Context: an optimization exercise on an open-source flow, tuned for small area, a short achievable clock period and few clock cycles per item. The choices shown serve that exercise and are no tape-out recipe. Function was checked by simulation only, so behaviour that the tests miss may differ from the original. Power is estimated from default activity; no workload was simulated.

==> inputs of v38 <==
## conv_accel_top
module conv_accel_top (
    input  logic                       clk,
    input  logic                       rst,
    input  logic                       req_valid_i,
    input  logic [1:0]                 req_op_i,
    input  logic                       req_imm_i,
    input  logic [cnn_pkg::DATA_W-1:0] req_rj_i,
    input  logic [cnn_pkg::DATA_W-1:0] req_rk_i,
    output logic                       req_ready_o,
    output logic                       rsp_valid_o,
    output logic                       mem_valid_o,
    input  logic                       mem_ready_i,
    output logic [cnn_pkg::DATA_W-1:0] mem_addr_o,
    output logic                       mem_read_o,
    output logic [cnn_pkg::DATA_W-1:0] mem_wdata_o,
    input  logic                       mem_rsp_valid_i,
    input  logic [cnn_pkg::DATA_W-1:0] mem_rsp_rdata_i
);
    localparam int DW = cnn_pkg::DATA_W;
    localparam int AW = cnn_pkg::ADDR_W;
    localparam int LW = cnn_pkg::LEN_W;
    localparam int S  = cnn_pkg::WIN_WORDS;
    localparam int PW = cnn_pkg::POS_W;
    logic [AW-1:0]          src_q, dst_q;
    logic [LW-1:0]          n_q;
    logic [1:0]             km1_q;               
    logic [1:0]             kwm1_q;              
    logic [3:0][DW-1:0]     wt_q;
    logic                   busy_q;              
    logic                   rsp_q;
    logic [1:0]             keffm1_q;            
    logic [2:0]             wtodo_q;             
    logic [2:0]             wrsp_q;              
    logic [LW-1:0]          rtodo_q;             
    logic [AW-1:0]          rd_addr_q;           
    logic [AW-1:0]          wr_addr_q;           
    logic [2:0]             used_q;              
    logic                   req_v_q, req_rd_q;   
    logic                   req_lastw_q;         
    logic [S-1:0][DW-1:0]   win_q;               
    logic [PW-1:0]          pos_q;               
    logic [1:0]             tap_q;
    logic [LW-1:0]          orem_q;              
    logic [DW-1:0]          acc_s_q, acc_c_q;
    logic                   acc_full_q;          
    logic [DW-1:0]          res_q;
    logic                   res_full_q;          
    logic cmd_hsk, conv_hsk;
  ...
==> flow/config.mk <==
export PLATFORM = sky130hd
export DESIGN_NAME = conv_accel_top
export DESIGN_NICKNAME = conv_accel_top
export VERILOG_FILES = /design/flow/design.v
export SDC_FILE = /design/flow/constraint.sdc
export NUM_CORES = 4
export LEC_CHECK = 0
export CAP_MARGIN = 20
export CORE_MARGIN = 2
export CORE_UTILIZATION = 40
export SLEW_MARGIN = 20
==> flow/constraint.sdc <==
create_clock -name core_clock -period 10.0 [get_ports {clk}]
set_input_delay 2.0000 -clock core_clock [delete_from_list [all_inputs] [get_ports {clk}]]
set_output_delay 2.0000 -clock core_clock [all_outputs]
set_load 0.01 [all_outputs]
standard.sh (not shown) runs the stock make flow with config.mk's settings and CLKGATE_MAP_FILE= SYNTH_SCRIPT=/design/flow/synth_recipe.tcl, a recipe that flattens the netlist after the stock synthesis.
==> flow/flow/run.sh <==
#!/bin/bash
# Standard layout, with timing repair aiming past the 10 ns clock's slack.
set -euo pipefail
bash standard.sh SETUP_SLACK_MARGIN=5.5 finish > make_finish.log 2>&1
==> v4: changes against v38 <==
==> flow/run.sh (new file) <==
#!/bin/bash
# synth_recipe.tcl (not shown) runs the flow's synth.tcl, then flattens the netlist and writes it again
# the make line also repeats each setting of config.mk as NAME=value (left out here)
make -C /OpenROAD-flow-scripts/flow DESIGN_CONFIG=/design/flow/config.mk WORK_HOME=/design/flow/orfs CLKGATE_MAP_FILE= SYNTH_SCRIPT=/design/flow/synth_recipe.tcl finish
removed: flow/flow/run.sh
removed: flow/standard.sh
==> v36: changes against v38 <==
==> flow/run.sh (new file) <==
#!/bin/bash
# synth_recipe.tcl (not shown) runs the flow's synth.tcl, then flattens the netlist and writes it again
# the make line also repeats each setting of config.mk as NAME=value (left out here)
make -C /OpenROAD-flow-scripts/flow DESIGN_CONFIG=/design/flow/config.mk WORK_HOME=/design/flow/orfs CLKGATE_MAP_FILE= SYNTH_SCRIPT=/design/flow/synth_recipe.tcl finish
--- a/flow/config.mk
+++ b/flow/config.mk
@@ -10,2 +10,3 @@
 export CORE_UTILIZATION = 40
+export SETUP_SLACK_MARGIN = 5
 export SLEW_MARGIN = 20
removed: flow/flow/run.sh
removed: flow/standard.sh
==> summary of the runs <==
Of v4 and v38, v38 has the higher global-route usage (gap 0.62 points).
In sequential power, v36 and v38 hardly differ.
Of v36 and v38, v36 has the higher register-to-register slack (gap 0.45 ns).
v36 went through all stages and came out clean. v4 ran to the end with no violations. v38 completed without violations.
The lowest non-clock buffer count belongs to v4, the highest to v38.
Testbench counts of v38, summed over its fixed seeds: cycles 8,785, items 2,528.
Testbench counts of v4, summed over its fixed seeds: cycles 8,785, items 2,528.
Testbench counts of v36, summed over its fixed seeds: cycles 8,785, items 2,528.

-- what the ideal ports hide --
The results above use ideal ports. As a check the final layouts listed here were re-extracted and re-timed, cells and wires unchanged. Step 1, drivers: a clkbuf_16 drives clk and a buf_2 each remaining input, both assumed. Step 2, shift: input delay + t, output delay - t, t = (earliest + latest rising clock arrival at the registers) / 2. This alone moves slack from input paths to output paths. Three values: ideal ports, drivers, drivers and shift; two values: the first two.
run	t (ns)	setup WS [ns]	worst hold slack (ns)	slew at the worst register clock pin (ns)
v38	0.708	3.489 / 3.489 / 3.489	0.446 / 0.446 / 0.446	0.06 / 0.06
v4	0.699	2.156 / 2.156 / 2.156	0.435 / 0.435 / 0.435	0.06 / 0.06
v36	0.706	3.935 / 3.935 / 3.935	0.437 / 0.437 / 0.437	0.06 / 0.06
After both steps every run listed still meets setup and hold.
